From an optimization exercise on the open Yosys and OpenROAD flow, aimed at small area, a short achievable clock period and few clock cycles per item; shortcuts taken in it are not production practice. Function was checked by simulation only, so behaviour that the tests miss may differ from the original. Power figures rest on the tool's default switching activity, not on a simulated workload.

**flow/design.v**
```verilog
`timescale 1ns / 1ps
package bra_pkg;
  localparam int NBITS     = 1024;
  localparam int IDX_W     = $clog2(NBITS);
  localparam int LEN_W     = IDX_W + 1;
  localparam int WORD_W    = 32;
  localparam int WORDS     = NBITS / WORD_W;
  localparam int WADDR_W   = $clog2(WORDS);
  localparam int WBIT_W    = $clog2(WORD_W);
  localparam int QDEPTH    = 2;
  localparam logic [LEN_W-1:0] LEN_RESET = LEN_W'(NBITS);
  localparam int OP_W      = 2 + 2 * LEN_W + 1 + 4 + 2 + 13;
  localparam logic [2:0] CMD_GET   = 3'd0;
  localparam logic [2:0] CMD_SET   = 3'd1;
  localparam logic [2:0] CMD_UNSET = 3'd2;
  localparam logic [2:0] CMD_FILL  = 3'd3;
  localparam logic [2:0] CMD_CLEAR = 3'd4;
  localparam logic [2:0] CMD_ALLOC = 3'd5;
  localparam logic [2:0] CMD_NOP   = 3'd6;
  typedef struct packed {
    logic [2:0]       cmd;
    logic [LEN_W-1:0] lo;
    logic [LEN_W-1:0] hi;
    logic [LEN_W-1:0] count;
    logic [3:0]       align;
  } op_t;
  typedef struct packed {
    logic             bit_value;
    logic [IDX_W-1:0] alloc_index;
    logic             found;
  } res_t;
endpackage
`timescale 1ns / 1ps
module bra_front (
  input  logic                      clk,
  input  logic                      rst_n,
  input  logic                      in_valid,
  output logic                      in_ready,
  input  logic [2:0]                in_cmd,
  input  logic [bra_pkg::IDX_W-1:0] in_bit_index,
  input  logic [bra_pkg::LEN_W-1:0] in_range_end,
  input  logic [bra_pkg::LEN_W-1:0] in_run_count,
  input  logic [3:0]                in_align_log2,
  input  logic [bra_pkg::LEN_W-1:0] eff_len,
  output logic                      op_valid,
  input  logic                      op_ready,
  output logic [bra_pkg::OP_W-1:0]  op,
  output logic [2:0]                nxt_ws
);
  logic [23:0] e1_r, e2_r, nw;
  logic [bra_pkg::OP_W-1:0] e0_r, dq;
  logic v0_r, v1_r, v2_r, push, pop, adv;
  assign nw = {in_cmd,
               (in_cmd == bra_pkg::CMD_ALLOC) ? in_run_count : in_range_end,
               (in_cmd == bra_pkg::CMD_ALLOC) ? {6'd0, in_align_log2} : in_bit_index};
  logic [2:0]  cmd;
  logic [10:0] ra, start;
  logic [9:0]  rb;
  logic [1:0]  typ;
  logic [10:0] fa, fb, ceff, lim;
  logic        wv, fail, big;
  logic [12:0] cs;
  assign {cmd, ra, rb} = e1_r;
  always_comb begin
    start = {1'b0, rb};
    ceff  = (ra == 11'd0) ? 11'd1 : ra;
    lim   = eff_len - ceff;
    fail  = ceff > eff_len;
    big   = ra > 11'd64;
    cs    = {ceff[6], 4'd1 << ceff[5:4], 4'd1 << ceff[3:2], 4'd1 << ceff[1:0]};
    wv    = (cmd == bra_pkg::CMD_SET) || (cmd == bra_pkg::CMD_FILL);
    typ   = 2'd3;
    fa    = start;
    fb    = start + 11'd1;
    case (cmd)
      bra_pkg::CMD_GET: typ = 2'd0;
      bra_pkg::CMD_SET, bra_pkg::CMD_UNSET: typ = 2'd1;
      bra_pkg::CMD_FILL, bra_pkg::CMD_CLEAR: begin
        if (start > eff_len || start > ra) typ = 2'd3;
        else typ = 2'd1;
        fb = (ra > eff_len) ? eff_len : ra;
      end
      bra_pkg::CMD_ALLOC: begin
        typ = 2'd2;
        fa  = ra;
        fb  = lim;
      end
      default: typ = 2'd3;
    endcase
  end
  assign dq = {cs, big, fail, rb[3:0], wv, fb, fa, typ};
  assign in_ready = !v2_r;
  assign op_valid = v0_r;
  assign op       = e0_r;
  assign push     = in_valid && in_ready;
  assign pop      = v0_r && op_ready;
  assign adv      = v1_r && (pop || !v0_r);    
  logic [2:0] ws_e0, ws_e1;
  assign ws_e0  = (e0_r[1:0] == 2'd0) ? e0_r[11:9] : 3'd0;
  assign ws_e1  = (cmd == bra_pkg::CMD_GET) ? rb[9:7] : 3'd0;
  assign nxt_ws = adv ? ws_e1 : ws_e0;
  always_ff @(posedge clk) begin
    if (adv) e0_r <= dq;
    if (adv) begin
      if (v2_r) e1_r <= e2_r;
      else if (push) e1_r <= nw;
      if (push && v2_r) e2_r <= nw;
    end else begin
      if (push && !v1_r) e1_r <= nw;
      if (push && v1_r)  e2_r <= nw;
    end
    if (!rst_n) begin
      v0_r <= 1'b0;
      v1_r <= 1'b0;
      v2_r <= 1'b0;
    end else begin
      v0_r <= adv || (v0_r && !pop);
      if (adv) begin
        v1_r <= v2_r || push;
        v2_r <= v2_r && push;
      end else begin
        v1_r <= v1_r || push;
        v2_r <= v2_r || (push && v1_r);
      end
    end
  end
endmodule
`timescale 1ns / 1ps
module bra_back (
  input  logic                      clk,
  input  logic                      rst_n,
  input  logic [bra_pkg::LEN_W-1:0] eff_len,
  input  logic                      op_valid,
  output logic                      op_ready,
  input  logic [bra_pkg::OP_W-1:0]  op,
  input  logic [2:0]                nxt_ws,
  output logic                      res_valid,
  input  logic                      res_ready,
  output logic                      res_bit,
  output logic [bra_pkg::IDX_W-1:0] res_idx,
  output logic                      res_found
);
  localparam int WN = 192;    
  localparam int NS = 128;    
  logic [1:0]  typ;
  logic [10:0] fa, fb;
  logic        wv, fail, big;
  logic [3:0]  al;
  logic [12:0] cs;
  assign {cs, big, fail, al, wv, fb, fa, typ} = op;
  logic [1023:0] map_q, map_d;
  logic [WN-1:0] win;          
  logic [3:0]    kp;           
  logic          bv;           
  logic [3:0]    kb;           
  logic [NS-1:0] okb;          
  logic [6:0]    zlo_r, zhi_r;
  logic          ropen;
  logic [11:0]   rs;
  logic [12:0]   need_r;
  logic          pm_en;        
  logic          rst_q;        
  logic [10:0]   pm_lo, pm_hi;
  logic          r_v, r_bit, r_found;      
  logic [9:0]    r_idx;
  logic          q_v, q_bit, q_found;      
  logic [9:0]    q_idx;
  assign res_valid = r_v;
  assign res_bit   = r_bit;
  assign res_idx   = r_idx;
  assign res_found = r_found;
  logic        w_en, w_v;
  logic [10:0] w_lo, w_hi;
  logic [31:0] rowA, rowL, rowC, colL, colH;
  logic        same;
  assign same = (w_lo[10:5] == w_hi[10:5]);
  genvar gr, gb;
  generate
    for (gr = 0; gr < 32; gr++) begin : g_row
      assign rowA[gr] = w_en && (6'(gr) > w_lo[10:5]) && (6'(gr) < w_hi[10:5]);
      assign rowL[gr] = w_en && (6'(gr) == w_lo[10:5]);
      assign rowC[gr] = w_en && (6'(gr) > w_lo[10:5]) && (6'(gr) == w_hi[10:5]);
    end
    for (gb = 0; gb < 32; gb++) begin : g_col
      assign colH[gb] = (5'(gb) < w_hi[4:0]);
      assign colL[gb] = (5'(gb) >= w_lo[4:0]) && (!same || colH[gb]);
    end
    for (gr = 0; gr < 32; gr++) begin : g_mr
      for (gb = 0; gb < 32; gb++) begin : g_mb
        wire m = rowA[gr] | (rowL[gr] & colL[gb]) | (rowC[gr] & colH[gb]);
        assign map_d[gr*32+gb] = m ? w_v : map_q[gr*32+gb];
      end
    end
  endgenerate
  logic [2:0]    wsel_n;
  logic [1087:0] mapx_d;
  logic [WN-1:0] win_d;
  assign mapx_d = {64'hFFFF_FFFF_FFFF_FFFF, map_d};
  always_comb begin
    case (wsel_n)
      3'd0: win_d = mapx_d[0*128 +: WN];
      3'd1: win_d = mapx_d[1*128 +: WN];
      3'd2: win_d = mapx_d[2*128 +: WN];
      3'd3: win_d = mapx_d[3*128 +: WN];
      3'd4: win_d = mapx_d[4*128 +: WN];
      3'd5: win_d = mapx_d[5*128 +: WN];
      3'd6: win_d = mapx_d[6*128 +: WN];
      default: win_d = mapx_d[7*128 +: WN];
    endcase
  end
  logic [7*WN-1:0]   lv;
  logic [WN-1:0]     h2, h4, h6;
  logic [NS-1:0]     h7;
  genvar gj, gk;
  generate
    for (gj = 0; gj < WN; gj++) begin : g_l0
      assign lv[gj] = ~win[gj];
    end
    for (gk = 0; gk < 6; gk++) begin : g_lv
      for (gj = 0; gj < WN; gj++) begin : g_lj
        if (gj + (1 << gk) < WN) begin : g_in
          assign lv[(gk+1)*WN+gj] = lv[gk*WN+gj] & lv[gk*WN+gj+(1<<gk)];
        end else begin : g_out
          assign lv[(gk+1)*WN+gj] = 1'b0;
        end
      end
    end
    for (gj = 0; gj < WN; gj++) begin : g_h
      wire l0a = lv[0*WN+gj];
      wire l1a = lv[1*WN+gj];
      wire l0c = (gj + 2 < WN) ? lv[0*WN+gj+2] : 1'b0;
      assign h2[gj] = cs[0] | (cs[1] & l0a) | (cs[2] & l1a) | (cs[3] & l1a & l0c);
      wire l2a = lv[2*WN+gj];
      wire l3a = lv[3*WN+gj];
      wire l2c = (gj + 8  < WN) ? lv[2*WN+gj+8] : 1'b0;
      wire h2b = (gj + 4  < WN) ? h2[gj+4]  : 1'b0;
      wire h2c = (gj + 8  < WN) ? h2[gj+8]  : 1'b0;
      wire h2d = (gj + 12 < WN) ? h2[gj+12] : 1'b0;
      assign h4[gj] = (cs[4] & h2[gj]) | (cs[5] & l2a & h2b) | (cs[6] & l3a & h2c) |
                      (cs[7] & l3a & l2c & h2d);
      wire l4a = lv[4*WN+gj];
      wire l5a = lv[5*WN+gj];
      wire l4c = (gj + 32 < WN) ? lv[4*WN+gj+32] : 1'b0;
      wire h4b = (gj + 16 < WN) ? h4[gj+16] : 1'b0;
      wire h4c = (gj + 32 < WN) ? h4[gj+32] : 1'b0;
      wire h4d = (gj + 48 < WN) ? h4[gj+48] : 1'b0;
      assign h6[gj] = (cs[8] & h4[gj]) | (cs[9] & l4a & h4b) | (cs[10] & l5a & h4c) |
                      (cs[11] & l5a & l4c & h4d);
    end
    for (gj = 0; gj < NS; gj++) begin : g_h7
      assign h7[gj] = cs[12] ? lv[6*WN+gj] : h6[gj];
    end
  endgenerate
  logic [9:0]    amask;
  logic [NS-1:0] okv, aligned, tlim;
  logic [2:0]    limhi;
  logic [6:0]    limlo;
  logic          klt, keq, aact;
  logic [15:0]   tl_lt, tl_eq;
  logic [7:0]    tl_lo;
  assign amask = (al >= 4'd10) ? 10'h3FF : ((10'd1 << al) - 10'd1);
  assign limhi = fb[9:7];
  assign limlo = fb[6:0];
  assign klt   = kp[2:0] < limhi;
  assign keq   = kp[2:0] == limhi;
  assign aact  = !kp[3] && (kp[2:0] <= limhi);
  generate
    for (gj = 0; gj < 16; gj++) begin : g_lq
      assign tl_lt[gj] = 4'(gj) < limlo[6:3];
      assign tl_eq[gj] = 4'(gj) == limlo[6:3];
    end
    for (gj = 0; gj < 8; gj++) begin : g_lr
      assign tl_lo[gj] = 3'(gj) <= limlo[2:0];
    end
    for (gj = 0; gj < NS; gj++) begin : g_ok
      assign tlim[gj]    = tl_lt[gj/8] | (tl_eq[gj/8] & tl_lo[gj%8]);
      assign aligned[gj] = (({kp[2:0], 7'(gj)} & amask) == 10'd0);
      assign okv[gj]     = h7[gj] & aligned[gj] & (klt | (keq & tlim[gj]));
    end
  endgenerate
  logic [15:0]  grp_any;
  logic [47:0]  grp_idx;
  logic [3:0]   gsel;
  logic         any;
  logic [6:0]   sloc;
  logic [9:0]   sfast;
  always_comb begin
    for (int g = 0; g < 16; g++) begin
      grp_any[g] = |okb[g*8 +: 8];
      grp_idx[g*3 +: 3] = 3'd0;
      for (int b = 7; b >= 0; b--) if (okb[g*8+b]) grp_idx[g*3 +: 3] = 3'(b);
    end
    gsel = 4'd0;
    for (int g = 15; g >= 0; g--) if (grp_any[g]) gsel = 4'(g);
    any   = |grp_any;
    sloc  = {gsel, grp_idx[gsel*3 +: 3]};
    sfast = {kb[2:0], sloc};
  end
  logic [63:0] y;
  logic [6:0]  zlo, zhi;
  logic [11:0] base, amask12, rs_new;
  logic [12:0] reach;
  logic        bfound, blast, bact;
  assign y = kp[0] ? win[127:64] : win[63:0];
  always_comb begin
    zlo = 7'd64;
    for (int b = 63; b >= 0; b--) if (y[b]) zlo = 7'(b);
    zhi = 7'd64;
    for (int b = 0; b < 64; b++) if (y[b]) zhi = 7'(63 - b);
  end
  assign bact    = {1'b0, kp, 6'b0} < eff_len;
  assign base    = {2'b0, kb, 6'b0};
  assign amask12 = (al >= 4'd11) ? 12'h7FF : ((12'd1 << al) - 12'd1);
  assign reach   = {1'b0, base} + {6'b0, zlo_r};
  assign bfound  = ropen && (need_r <= reach) && (rs <= {2'b0, fb[9:0]});
  assign blast   = ({1'b0, base} + 13'd64) >= {2'b0, eff_len};
  assign rs_new  = ((base + 12'd64 - {5'b0, zhi_r}) + amask12) & ~amask12;
  logic go, done, found, mark;
  logic [9:0]  fidx;
  logic [10:0] mhi;
  logic        rbit;
  logic pm_ok, pm_hit, pm_wr;
  assign pm_hit = pm_en && ({1'b0, fa[9:0]} >= pm_lo) && ({1'b0, fa[9:0]} < pm_hi);
  assign pm_wr  = (typ == 2'd1) && (wv || fb <= pm_lo || fa >= pm_hi || fa >= fb);
  assign pm_ok  = (typ == 2'd0) || (typ == 2'd3) || (typ == 2'd2 && fail) || pm_wr;
  assign go = op_valid && (!pm_en || pm_ok) && !q_v;
  always_comb begin
    done = 1'b0; found = 1'b0; fidx = 10'd0; rbit = 1'b0; mark = 1'b0;
    mhi = {1'b0, sfast} + fa;
    case (typ)
      2'd0: begin done = 1'b1; rbit = win[fa[6:0]] | pm_hit; end
      2'd2: begin
        if (fail) done = 1'b1;
        else if (!big) begin
          if (bv && any) begin
            done = 1'b1; found = 1'b1; fidx = sfast; mark = (fa != 11'd0);
          end else if (bv && kb[2:0] == limhi) done = 1'b1;
        end else begin
          if (bv && bfound) begin
            done = 1'b1; found = 1'b1; fidx = rs[9:0]; mark = 1'b1;
            mhi = need_r[10:0];
          end else if (bv && blast) done = 1'b1;
        end
      end
      default: done = 1'b1;
    endcase
  end
  always_comb begin
    if (rst_q) begin
      w_en = 1'b1; w_lo = 11'd0; w_hi = 11'd1024; w_v = 1'b0;
    end else if (go && typ == 2'd1) begin
      w_en = 1'b1; w_lo = fa; w_hi = fb; w_v = wv;
    end else begin
      w_en = pm_en; w_lo = pm_lo; w_hi = pm_hi; w_v = 1'b1;
    end
  end
  assign op_ready = go && done;
  logic [3:0] kpn;
  assign kpn = kp + 4'd1;
  always_comb begin
    if (op_valid && typ == 2'd2 && !(go && done))
      wsel_n = !go ? (big ? kp[3:1] : kp[2:0]) : (big ? kpn[3:1] : kpn[2:0]);
    else
      wsel_n = nxt_ws;
  end
  always_ff @(posedge clk) begin
    rst_q <= !rst_n;
    map_q <= map_d;
    win   <= win_d;
    if (go && !big) okb <= okv;
    if (go && big) begin zlo_r <= zlo; zhi_r <= zhi; end
    if (go && done && mark) begin
      pm_lo <= {1'b0, fidx}; pm_hi <= mhi;
    end
    if (!rst_n) begin
      r_v <= 1'b0; r_bit <= 1'b0; r_idx <= 10'd0; r_found <= 1'b0;
      q_v <= 1'b0; q_bit <= 1'b0; q_idx <= 10'd0; q_found <= 1'b0;
      kp <= 4'd0; bv <= 1'b0; kb <= 4'd0; pm_en <= 1'b0;
      ropen <= 1'b0; rs <= 12'd0; need_r <= 13'd0;
    end else begin
      if (go && done && mark) pm_en <= 1'b1;
      else if (!(go && typ == 2'd1)) pm_en <= 1'b0;
      if (!r_v || res_ready) begin
        if (q_v) begin
          r_v <= 1'b1; r_bit <= q_bit; r_idx <= q_idx; r_found <= q_found;
          q_v <= go && done;
          q_bit <= rbit; q_idx <= fidx; q_found <= found;
        end else begin
          r_v <= go && done;
          r_bit <= rbit; r_idx <= fidx; r_found <= found;
        end
      end else if (go && done) begin
        q_v <= 1'b1; q_bit <= rbit; q_idx <= fidx; q_found <= found;
      end
      if (go) begin
        if (done) begin
          kp <= 4'd0; bv <= 1'b0; ropen <= 1'b0;
        end else begin
          kp <= kpn; kb <= kp;
          bv <= big ? bact : aact;
          if (big && bv) begin
            if (zlo_r == 7'd64 && ropen) ropen <= 1'b1;
            else if (zhi_r != 7'd0) begin
              ropen <= 1'b1; rs <= rs_new; need_r <= {1'b0, rs_new} + {2'b0, fa};
            end else ropen <= 1'b0;
          end
        end
      end
    end
  end
endmodule
`timescale 1ns / 1ps
module bitmap_run_allocator_core (
  input  logic                      clk,
  input  logic                      rst_n,
  input  logic                      cfg_we,
  input  logic [bra_pkg::LEN_W-1:0] cfg_used_length,
  input  logic                      in_valid,
  output logic                      in_ready,
  input  logic [2:0]                in_cmd,
  input  logic [bra_pkg::IDX_W-1:0] in_bit_index,
  input  logic [bra_pkg::LEN_W-1:0] in_range_end,
  input  logic [bra_pkg::LEN_W-1:0] in_run_count,
  input  logic [3:0]                in_align_log2,
  output logic                      out_valid,
  input  logic                      out_ready,
  output logic                      out_bit_value,
  output logic [bra_pkg::IDX_W-1:0] out_alloc_index,
  output logic                      out_found
);
  logic [bra_pkg::LEN_W-1:0] len_r, eff_len;
  logic                      op_valid, op_ready;
  logic [bra_pkg::OP_W-1:0]  op;
  logic [2:0]                nxt_ws;
  assign eff_len = (len_r > bra_pkg::LEN_W'(bra_pkg::NBITS)) ? bra_pkg::LEN_W'(bra_pkg::NBITS) : len_r;
  always_ff @(posedge clk) begin
    if (!rst_n) len_r <= bra_pkg::LEN_RESET;
    else if (cfg_we) len_r <= cfg_used_length;
  end
  bra_front u_front (
    .clk, .rst_n, .in_valid, .in_ready, .in_cmd, .in_bit_index,
    .in_range_end, .in_run_count, .in_align_log2, .eff_len,
    .op_valid, .op_ready, .op, .nxt_ws
  );
  bra_back u_back (
    .clk, .rst_n, .eff_len, .op_valid, .op_ready, .op, .nxt_ws,
    .res_valid(out_valid), .res_ready(out_ready),
    .res_bit(out_bit_value), .res_idx(out_alloc_index), .res_found(out_found)
  );
endmodule
```
**flow/run.sh**
```bash
#!/bin/bash
# synth_recipe.tcl (not shown) runs the flow's synth.tcl, then flattens the netlist and writes it again
# the make line also repeats each setting of config.mk as NAME=value (left out here)
make -C /OpenROAD-flow-scripts/flow DESIGN_CONFIG=/design/flow/config.mk WORK_HOME=/design/flow/orfs CLKGATE_MAP_FILE= SYNTH_SCRIPT=/design/flow/synth_recipe.tcl finish
```
**flow/config.mk**
```make
export PLATFORM = sky130hd
export DESIGN_NAME = bitmap_run_allocator_core
export DESIGN_NICKNAME = bitmap_run_allocator_core
export VERILOG_FILES = /design/flow/design.v
export SDC_FILE = /design/flow/constraint.sdc
export NUM_CORES = 4
export LEC_CHECK = 0
export CAP_MARGIN = 20
export CORE_MARGIN = 2
export CORE_UTILIZATION = 30
export PLACE_DENSITY = 0.45
export SETUP_SLACK_MARGIN = 3
export SLEW_MARGIN = 20
```
**flow/constraint.sdc**
```tcl
create_clock -name core_clock -period 8.0 [get_ports {clk}]
set_input_delay 1.6000 -clock core_clock [delete_from_list [all_inputs] [get_ports {clk}]]
set_output_delay 1.6000 -clock core_clock [all_outputs]
set_load 0.01 [all_outputs]
```
==> impl_metrics.yaml, run 1 <==
sta:
  drv_slew: 0
  slew_headroom_pct: 10.5
  finalHoldViolations: 0
  setup_ws_ps: 2400
  max_clock_freq_mhz: 179
  skew_ps: 184
  setup_viol: 0
  fin_setup_tns_ps: 0
  worst_pin_slew_ps: 1330
  rsz0062_at_grt: "true"
  final.period_utilization_pct: 69.9
  finalCriticalPeriod_ps: 5600
min_path:
  min_path_type: "register to register"
  hold_depth: 2
  hp-start: "u_back.map_q[367]"
logic_synthesis:
  postSynth.asyncResetShare_pct: 0
  synth_top_area_share_pct: 24.4
  ys_ff_latch: 1547
  synth_area_leaders: "dfxtp_1 (24%), mux2_2 (7.2%), edfxtp_1 (7.2%), a21oi_1 (4.8%), o21ai_0 (4.4%)"
  yosysSeqAreaShare_pct: 31.6
  ys_warn_count: 3
  synth-edff-count: 255
  synthDistinctLibCells: 132
  yosys.area.top_type: "dfxtp_1"
  syn_area_per_cell_um2: 8.10
  synth_cells: 13100
  synth_area_mm2: 0.106
  ys.flop_type: "dfxtp_1"
  syn_nets: 13300
placement:
  placed_area_mm2: 0.117
  dp_hpwl_mm: 658
  dpl.cell_count: 17600
  port_buffers: 68
  pre_cts_slack_ps: 343
  gp_congestion: 1.08
clock_tree:
  clock_latency_ps: 1090
  postCtsHoldBufs: 0
  root_buffer: "clkbuf_16"
  clk_pin_slew_ps: 60
  clockBufferDepth: 4
  h-tree-depth: 4
  cts_tree: "done"
  cts_made_buffers: 197
  cts_sinks: 1547
floorplanning:
  core_mm2: 0.352
  initial_utilization_pct: 30.1
  die-area_mm2: 0.358
  row_count: 218
  dieWidth_um: 599
  ios: 69
  fp.dieH_um: 599
global_route:
  antenna_found_initial: 117
  grt_pass1_vias: 125000
  grt-ovfl-total: 0
  grt_pass1_wl_mm: 1230
  grt.total_usage_pct: 51.4
  grt_max_degree: 157
cells_and_area:
  fillers: 35100
  seqCellArea_mm2: 0.0335
  final_cell_area_mm2: 0.148
  final_cell_mix: "buf_4 (1,349), dfxtp_1 (1,278), nand2_1 (1,145), nor2_1 (954), a21oi_1 (907)"
  syn2layout_area_growth_pct: 39.8
  drive_above_1_share_pct: 31.5
  mostFrequentLayoutCell: "buf_4"
  fin_nets: 14500
  multi_input_area_mm2: 0.0745
  fin_cells: 19300
worst_setup_path:
  cp-start-kind: "register"
  critPathLaunch: "u_front.e0_r[17]"
  max_stage_delay_ps: 540
  cpMostUsedCell: "buf_12"
  path_delay_family: "compound AO/OA/AOI/OAI gates"
  worst-path-stages: 20
  cp.required_ps: 8820
  path_cells: "clkinvlp_4 > ha_4 > a22o_1 > o41ai_4 > and3b_2 > buf_12 > a311oi_4 > buf_6 > buf_12 > a22oi_2 > buf_12 > buf_4 > nand2_2 > a21o_1 > buf_6 > a31oi_1 > o22ai_2 > mux2_2 > a22o_1 > o22a_1"
  cp.arrival_ps: 6420
  critPathMaxFanout: 10
  crit_buf_inv: 7
  reg2regPathDepth: 20
  cp-end-kind: "register"
  reg2reg_from: "u_front.e0_r[17]"
  crit_type: "register to register"
  cpMaxStageDelayCell: "a31oi_1"
power:
  power_density_mw_per_mm2: 233
  ir_worst_vdd_mv: 0.213
  p_total_uw: 34500
  leakage_uw: 0.0553
detailed_routing:
  drc: 0
  avgRoutedWirePerCell_um: 50.4
  drtIter0Drc: 23600
  first_pass_iters: 14
  drt-vias-per-instance: 7.16
  dr_total_vias: 138000
  ant_nets: 0
  postRouteWirelength_mm: 970
run:
  maxCapViolCount: 0
status:
  status: "complete, no violations"
-- layout make-up --
cell class / instances / area share (%)
sequential: 1547 / 22.6
multi-input combinational: 9774 / 50.3
timing repair buffer: 2226 / 17.2
clock inverter: 74 / 0.531
inverter: 526 / 1.35
antenna: 89 / 0.150
clock buffer: 285 / 3.86
tap: 4730 / 3.99
-- state kept, by name, indices dropped and copies added (netlist names), 11 cells and up --
register / count
u_front.e0_r: 44
u_front.e2_r: 24
u_back.map_q: 1024
u_back.pm_hi: 11
u_back.need_r: 13
u_front.e1_r: 24
u_back.win: 191
u_back.okb: 128
len_r: 11
u_back.rs: 12
-- final timing paths --
| path | end | slack (ps) |
|---|---|---|
| setup / recovery | u_back.win[104] | 2400 |
| hold reg to reg | u_back.map_q[367] | 450 |
| hold / removal | u_back.map_q[367] | 450 |
| setup reg to reg | u_back.win[104] | 2400 |
-- metrics by stage --
step / hold WS, ps / util [%]
after floorplan: 414 / -
after global placement: 427 / 33.0
after detailed placement: 435 / 33.1
after CTS: 449 / 40.7
after global routing: 474 / 42.0
final: 447 / 42.1
-- cells in the mapped netlist (29+ instances only) --
library cell / instances
a22oi_1: 172
a211oi_1: 111
a221oi_1: 451
buf_4: 31
nor2_1: 1033
o21a_1: 65
edfxtp_1: 255
mux2i_1: 265
nand2_1: 1207
o22a_1: 29
nand2b_1: 44
o21bai_1: 197
mux2_2: 682
xnor2_1: 35
mux4_2: 43
or2_2: 35
dfxtp_1: 1292
nand4_1: 113
o31ai_1: 72
nor4_1: 222
o211ai_1: 107
nor3_1: 285
a2111oi_0: 46
inv_1: 521
clkbuf_1: 849
a222oi_1: 59
a32oi_1: 89
ha_1: 166
a21o_1: 78
nor2b_1: 65
nand3_1: 239
a22o_1: 67
o22ai_1: 172
a32o_1: 158
a21oi_1: 1025
buf_2: 296
or3_1: 57
and3_1: 66
and2_1: 135
buf_1: 65
o21ai_1: 63
o21ai_0: 929
o221ai_1: 498
a31oi_1: 137
-- metal layers --
| layer | wire (um) | up-vias | track usage (%) | share of wire [%] |
|---|---|---|---|---|
| met5 | 1160 | - | 0.468 | 0.12 |
| met4 | 113000 | 48 | 47.5 | 12 |
| met1 | 345000 | 68500 | 58.8 | 36 |
| met2 | 378000 | 12400 | 70.7 | 39 |
| li1 | - | 52800 | - | - |
| met3 | 134000 | 4133 | 23.3 | 14 |
-- where the power goes --
group	total [uW]	switching [uW]	internal, uW
registers	11100	1830	9300
clock network	9480	4180	5290
logic	13900	9190	4710
-- repair_timing --
| action | 4_1_cts | 5_1_grt |
|---|---|---|
| gates resized for setup | 2030 | 494 |
| buffers inserted | 866 | 223 |
| pin swaps | 442 | 184 |
| endpoints found under the setup margin | 1399 | 293 |
| cloned | 100 | 14 |
-- worst reg2reg max path, stage by stage (launching register included) --
cell        delay, ps
edfxtp_1          450
clkinvlp_4        210
ha_4              260
a22o_1            230
o41ai_4           360
and3b_2           360
buf_12            130
a311oi_4           90
buf_6             170
buf_12            150
a22oi_2           230
buf_12            180
buf_4             290
nand2_2           220
a21o_1            270
buf_6             240
a31oi_1           550
o22ai_2           230
mux2_2            340
a22o_1            240
o22a_1            250
-- cell families after synthesis --
kind of cell / Yosys count / synth area share (%)
AO/OA/AOI/OAI: 4886 / 32.2
AND/OR/NAND/NOR: 3649 / 16.0
buffers and inverters: 1782 / 6.86
flip-flops: 1547 / 31.6
multiplexers: 996 / 10.7
adder cells (fa/ha/maj): 171 / 2.05
XOR/XNOR: 62 / 0.512
Testbench counts, summed over its fixed seeds: cycles 11,330, items 6,400.
==> run 2: changes to the inputs <==
--- a/flow/design.v
+++ b/flow/design.v
@@ -170,19 +170,30 @@
   assign res_idx   = r_idx;
   assign res_found = r_found;
-  logic        w_en, w_v;
-  logic [10:0] w_lo, w_hi;
+  logic        wsel_x, w_v;
   logic [31:0] rowA, rowL, rowC, colL, colH;
-  logic        same;
-  assign same = (w_lo[10:5] == w_hi[10:5]);
+  logic [31:0] xA, xL, xC, xcL, xcH, mA, mL, mC, mcL, mcH;
+  logic        xsame, msame;
+  assign xsame = (fa[10:5] == fb[10:5]);
+  assign msame = (pm_lo[10:5] == pm_hi[10:5]);
   genvar gr, gb;
   generate
     for (gr = 0; gr < 32; gr++) begin : g_row
-      assign rowA[gr] = w_en && (6'(gr) > w_lo[10:5]) && (6'(gr) < w_hi[10:5]);
-      assign rowL[gr] = w_en && (6'(gr) == w_lo[10:5]);
-      assign rowC[gr] = w_en && (6'(gr) > w_lo[10:5]) && (6'(gr) == w_hi[10:5]);
+      assign xA[gr] = (6'(gr) > fa[10:5]) && (6'(gr) < fb[10:5]);
+      assign xL[gr] = (6'(gr) == fa[10:5]);
+      assign xC[gr] = (6'(gr) > fa[10:5]) && (6'(gr) == fb[10:5]);
+      assign mA[gr] = (6'(gr) > pm_lo[10:5]) && (6'(gr) < pm_hi[10:5]);
+      assign mL[gr] = (6'(gr) == pm_lo[10:5]);
+      assign mC[gr] = (6'(gr) > pm_lo[10:5]) && (6'(gr) == pm_hi[10:5]);
+      assign rowA[gr] = rst_q || (wsel_x ? xA[gr] : (pm_en && mA[gr]));
+      assign rowL[gr] = !rst_q && (wsel_x ? xL[gr] : (pm_en && mL[gr]));
+      assign rowC[gr] = !rst_q && (wsel_x ? xC[gr] : (pm_en && mC[gr]));
     end
     for (gb = 0; gb < 32; gb++) begin : g_col
-      assign colH[gb] = (5'(gb) < w_hi[4:0]);
-      assign colL[gb] = (5'(gb) >= w_lo[4:0]) && (!same || colH[gb]);
+      assign xcH[gb] = (5'(gb) < fb[4:0]);
+      assign xcL[gb] = (5'(gb) >= fa[4:0]) && (!xsame || xcH[gb]);
+      assign mcH[gb] = (5'(gb) < pm_hi[4:0]);
+      assign mcL[gb] = (5'(gb) >= pm_lo[4:0]) && (!msame || mcH[gb]);
+      assign colH[gb] = wsel_x ? xcH[gb] : mcH[gb];
+      assign colL[gb] = wsel_x ? xcL[gb] : mcL[gb];
     end
     for (gr = 0; gr < 32; gr++) begin : g_mr
@@ -279,8 +290,7 @@
     end
   endgenerate
-  logic [15:0]  grp_any;
+  logic [15:0]  grp_any, grp_first;
   logic [47:0]  grp_idx;
-  logic [3:0]   gsel;
-  logic         any;
+  logic         any;           
   logic [6:0]   sloc;
   logic [9:0]   sfast;
@@ -291,8 +301,11 @@
       for (int b = 7; b >= 0; b--) if (okb[g*8+b]) grp_idx[g*3 +: 3] = 3'(b);
     end
-    gsel = 4'd0;
-    for (int g = 15; g >= 0; g--) if (grp_any[g]) gsel = 4'(g);
-    any   = |grp_any;
-    sloc  = {gsel, grp_idx[gsel*3 +: 3]};
+    for (int g = 0; g < 16; g++) begin
+      grp_first[g] = grp_any[g];
+      for (int h = 0; h < g; h++) grp_first[g] = grp_first[g] & !grp_any[h];
+    end
+    sloc = 7'd0;
+    for (int g = 0; g < 16; g++)
+      sloc = sloc | ({7{grp_first[g]}} & {4'(g), grp_idx[g*3 +: 3]});
     sfast = {kb[2:0], sloc};
   end
@@ -319,4 +332,9 @@
   logic [9:0]  fidx;
   logic [10:0] mhi;
+  logic [10:0] bc_r;
+  logic [7:0]  lsum;
+  logic [3:0]  bc_hi1;
+  assign lsum   = {1'b0, bc_r[6:0]} + {1'b0, sloc};
+  assign bc_hi1 = bc_r[10:7] + 4'd1;
   logic        rbit;
   logic pm_ok, pm_hit, pm_wr;
@@ -327,5 +345,5 @@
   always_comb begin
     done = 1'b0; found = 1'b0; fidx = 10'd0; rbit = 1'b0; mark = 1'b0;
-    mhi = {1'b0, sfast} + fa;
+    mhi = {lsum[7] ? bc_hi1 : bc_r[10:7], lsum[6:0]};
     case (typ)
       2'd0: begin done = 1'b1; rbit = win[fa[6:0]] | pm_hit; end
@@ -346,13 +364,6 @@
     endcase
   end
-  always_comb begin
-    if (rst_q) begin
-      w_en = 1'b1; w_lo = 11'd0; w_hi = 11'd1024; w_v = 1'b0;
-    end else if (go && typ == 2'd1) begin
-      w_en = 1'b1; w_lo = fa; w_hi = fb; w_v = wv;
-    end else begin
-      w_en = pm_en; w_lo = pm_lo; w_hi = pm_hi; w_v = 1'b1;
-    end
-  end
+  assign wsel_x = go && (typ == 2'd1);
+  assign w_v    = !rst_q && (wsel_x ? wv : 1'b1);
   assign op_ready = go && done;
   logic [3:0] kpn;
@@ -368,5 +379,5 @@
     map_q <= map_d;
     win   <= win_d;
-    if (go && !big) okb <= okv;
+    if (go && !big) begin okb <= okv; any <= |okv; bc_r <= {1'b0, kp[2:0], 7'd0} + fa; end
     if (go && big) begin zlo_r <= zlo; zhi_r <= zhi; end
     if (go && done && mark) begin
--- a/flow/config.mk
+++ b/flow/config.mk
@@ -12,2 +12,3 @@
 export SETUP_SLACK_MARGIN = 3
 export SLEW_MARGIN = 20
+export TNS_END_PERCENT = 0
==> run 2 against run 1 <==
  * Clock skew down 96 ps
  * Flip-flop and latch count rose by 12
  * Critical path depth decreased by 7
  * Largest power group unchanged
  * Still clean
  * Maximum frequency grew 3.2%
  * Clock-buffer cell count decreased by 1
  * Clock power shrank 2.1%
  * Non-clock buffer count decreased by 796
  * Sequential power decreased by 7%
  * Via count down 0.68%
  * Total power decreased by 12%
==> impl_metrics.yaml, run 2 <==
logic_synthesis:
  synthTopCellsByCount: "nor2_1 (1,657), nand2_1 (1,339), dfxtp_1 (1,292)"
  yosys.area.top_type: "dfxtp_1"
  synth_top_area_share_pct: 23.4
  synth-edff-count: 267
  postSynth.asyncResetShare_pct: 0
  yosysSeqAreaShare_pct: 30.6
  synth_area_leaders: "dfxtp_1 (23%), edfxtp_1 (7.2%), nor2_1 (5.6%), o21ai_0 (5.5%), mux2_2 (5.2%)"
  ys.flop_type: "dfxtp_1"
  syn_nets: 14700
  synth_cells: 14500
  ys_warn_count: 3
  synth_area_mm2: 0.111
  ys_ff_latch: 1559
  syn_area_per_cell_um2: 7.63
  synthDistinctLibCells: 111
  yosys.cell_count.top_type: "nor2_1"
worst_setup_path:
  crit_buf_inv: 2
  reg2reg_from: "u_back.win[122]"
  max_stage_delay_ps: 820
  cp-end-kind: "register"
  crit_type: "register to register"
  reg2regPathDepth: 13
  cp.required_ps: 8690
  cp-start-kind: "register"
  cp.arrival_ps: 6110
  critPathMaxFanout: 8
  reg2reg_slack_ps: 2580
  path_cells: "buf_4 > nor4_1 > buf_4 > and2_1 > nand3_1 > nor3_1 > nand3_1 > o21ai_1 > nand3_1 > a21oi_1 > or4_1 > nor4_1 > nand4_1"
  r2r-end: "u_back.any"
  cpMostUsedCell: "nand3_1"
  cpMaxStageDelayCell: "o21ai_1"
  path_delay_family: "simple AND/OR/NAND/NOR gates"
clock_tree:
  clk_pin_slew_ps: 60
  clockBufferDepth: 4
  cts_made_buffers: 194
  h-tree-depth: 4
  postCtsHoldBufs: 0
  cts_sinks: 1559
  cts_tree: "done"
  root_buffer: "clkbuf_16"
  clock_latency_ps: 990
global_route:
  grt_max_degree: 129
  antenna_found_initial: 106
  grt_pass1_wl_mm: 1170
  grt-ovfl-total: 0
  grt.total_usage_pct: 45.7
  grt_pass1_vias: 124000
floorplanning:
  ios: 69
  fp.dieH_um: 611
  dieWidth_um: 611
  initial_utilization_pct: 30.1
  die-area_mm2: 0.374
  core_mm2: 0.368
  row_count: 223
run:
  maxCapViolCount: 0
sta:
  setup_viol: 0
  slew_headroom_pct: 7.71
  rsz0062_at_grt: "true"
  fin_setup_tns_ps: 0
  max_clock_freq_mhz: 184
  drv_slew: 0
  worst_pin_slew_ps: 1380
  finalHoldViolations: 0
  finalCriticalPeriod_ps: 5420
  final.period_utilization_pct: 67.8
  skew_ps: 87.6
power:
  ir_worst_vdd_mv: 0.197
  power_density_mw_per_mm2: 226
  p_int_uw: 17300
  seqPwrFrac_pct: 33.8
  combPwrFrac_pct: 35.8
  p_clk_share_pct: 30.4
  p_switching_uw: 13200
  swShare_pct: 43.4
  leakage_uw: 0.0504
cells_and_area:
  syn2layout_area_growth_pct: 22.2
  final_cell_mix: "nor2_1 (1,622), nand2_1 (1,316), dfxtp_1 (1,241), o21ai_0 (1,178), buf_4 (1,074)"
  drive_above_1_share_pct: 19.9
  final_util_pct: 36.7
  biggestRegsByFlops: "u_back.map_q: 1024 flops, u_back.win: 191 flops, u_back.okb: 128 flops"
  largest_register_ffs: 1024
  mostFrequentLayoutCell: "nor2_1"
  regMostFlops: "u_back.map_q"
  fin_nets: 14900
min_path:
  hp-start: "u_back.map_q[639]"
  hold_end: "u_back.map_q[639]"
  min_path_type: "register to register"
  hold_depth: 2
detailed_routing:
  ant_nets: 0
  drc: 0
  drtIter0Drc: 21600
  dr_total_vias: 137000
  postRouteWirelength_mm: 897
  drt-vias-per-instance: 6.92
  avgRoutedWirePerCell_um: 45.3
  first_pass_iters: 9
status:
  status: "complete, no violations"
placement:
  port_buffers: 68
  gp_congestion: 1.08
  dp_hpwl_mm: 637
==> run 2: changes by cell type in the layout (fill, tap and decap cells not counted), moves of 108 or more <==
cell and delta:
nor2_1 +668, o21ai_0 +372, buf_4 -275, o22ai_1 +275
a211oi_1 +203, nand2_1 +171, buf_12 -169, buf_6 -165
nand2b_1 +162, o21bai_1 -149, mux2_2 -140, a21o_1 +134
a32o_1 -127, o211ai_1 +108
==> run 2: stage by stage <==
stage | area (um2) | hold WS (ps) | total power [uW] | instances | setup WS (ps)
final | 135000 | 443 | 30500 | 19800 | 2580
after global routing | 135000 | 465 | 30700 | 19700 | 2760
after CTS | 133000 | 444 | 29300 | 19600 | 2870
after detailed placement | 121000 | 432 | 19800 | 19000 | 1450
after global placement | 121000 | 429 | 19900 | 19000 | 1530
after floorplan | 111000 | 410 | 14500 | 14500 | 2140
==> run 2: how the worst max path moves through the flow <==
stage	endpoint	slack (ps)	start	depth (start not counted)
2_1_floorplan	u_front.e1_r[21]	2140	u_back.kb[0]	13
3_3_place_gp	u_back.win[53]	1530	u_back.pm_hi[2]	16
3_5_place_dp	u_back.win[112]	1450	u_back.pm_hi[2]	14
4_1_cts	u_back.win[69]	2870	u_front.e0_r[14]	20
5_1_grt	u_back.win[58]	2760	u_back.zlo_r[6]	22
6_report	u_back.any	2580	u_back.win[122]	13
==> run 2: tightest hold or removal path: stages (launching register included) <==
cell and delay (ps):
dfxtp_1 310, nand2_1 60, nand2_1 50
==> run 2: metal layers <==
| layer | wire length [um] | GRT usage, % | share of wire [%] | vias up |
|---|---|---|---|---|
| met3 | 117000 | 18.9 | 13 | 3546 |
| li1 | - | - | - | 54800 |
| met4 | 104000 | 43.2 | 12 | 50 |
| met1 | 324000 | 52.7 | 36 | 67500 |
| met2 | 350000 | 63.1 | 39 | 11000 |
| met5 | 894 | 0.245 | 0.10 | - |
==> run 2: power groups by stage <==
stage	combinational [uW]	sequential [uW]	clock, uW
finish	10900	10300	9280
global route	10900	10200	9530
floorplan	5150	9310	0
detailed placement	9590	10300	0
global placement	9630	10200	0
CTS	9990	10100	9240
==> run 2: layout make-up <==
type	instances	area, um2
Antenna cell	84	210
Fill cell	38700	233000
Clock buffer	284	5720
Inverter	480	1920
Tap cell	4837	6050
Clock inverter	54	611
Timing Repair Buffer	1430	14000
Sequential cell	1559	34000
Timing Repair inverter	3	26.3
Multi-Input combinational cell	11000	72800
==> run 2: logic make-up (layout without fill, tap and decap cells) <==
group	after synthesis	count (layout)	synth area share, %
and+or+nand+nor	4697	4700	19.4
other	0	84	0
xor gates and xnor gates	58	58	0.459
AOI/OAI and AO/OA	5273	5278	31.8
adders and majority gates	173	173	2.00
muxes	834	834	8.61
buffers and inverters	1908	2251	7.12
DFF	1559	1559	30.6
==> run 2: timing repair <==
item                       4_1_cts  5_1_grt
gates cloned                    21        5
setup endpoints to repair     1225      208
pin swaps                       87       59
resized for setup              488      220
buffers inserted               274       84
Testbench counts of run 2, summed over its fixed seeds: cycles 11,330, items 6,400.

-- port drivers added, routing unchanged --
How much do the figures lean on ideal ports? The routed layouts below were timed once more, with nothing changed but the port constraints.
Step 1 sets driving cells, clkbuf_16 on the clock port and buf_2 on the other inputs (assumed; they add their load-dependent delay and slew).
Step 2 moves the port delays by t, midway between the first and last clock arrival at a register: inputs arrive t later, outputs are due t later. That takes back most of the time a late clock gives input paths.
Three values: no drivers, after step 1, after step 2; two values: the first two.
| run | t (ns) | setup slack, ns | hold slack, ns | worst setup path after step 2 |
|---|---|---|---|---|
| run 1 | 1.131 | 2.404 / 2.404 / 2.404 | 0.447 / 0.447 / 0.447 | register to register |
| run 2 | 1.066 | 2.579 / 2.579 / 2.579 | 0.443 / 0.443 / 0.443 | register to register |
After both steps every run listed still meets setup and hold.
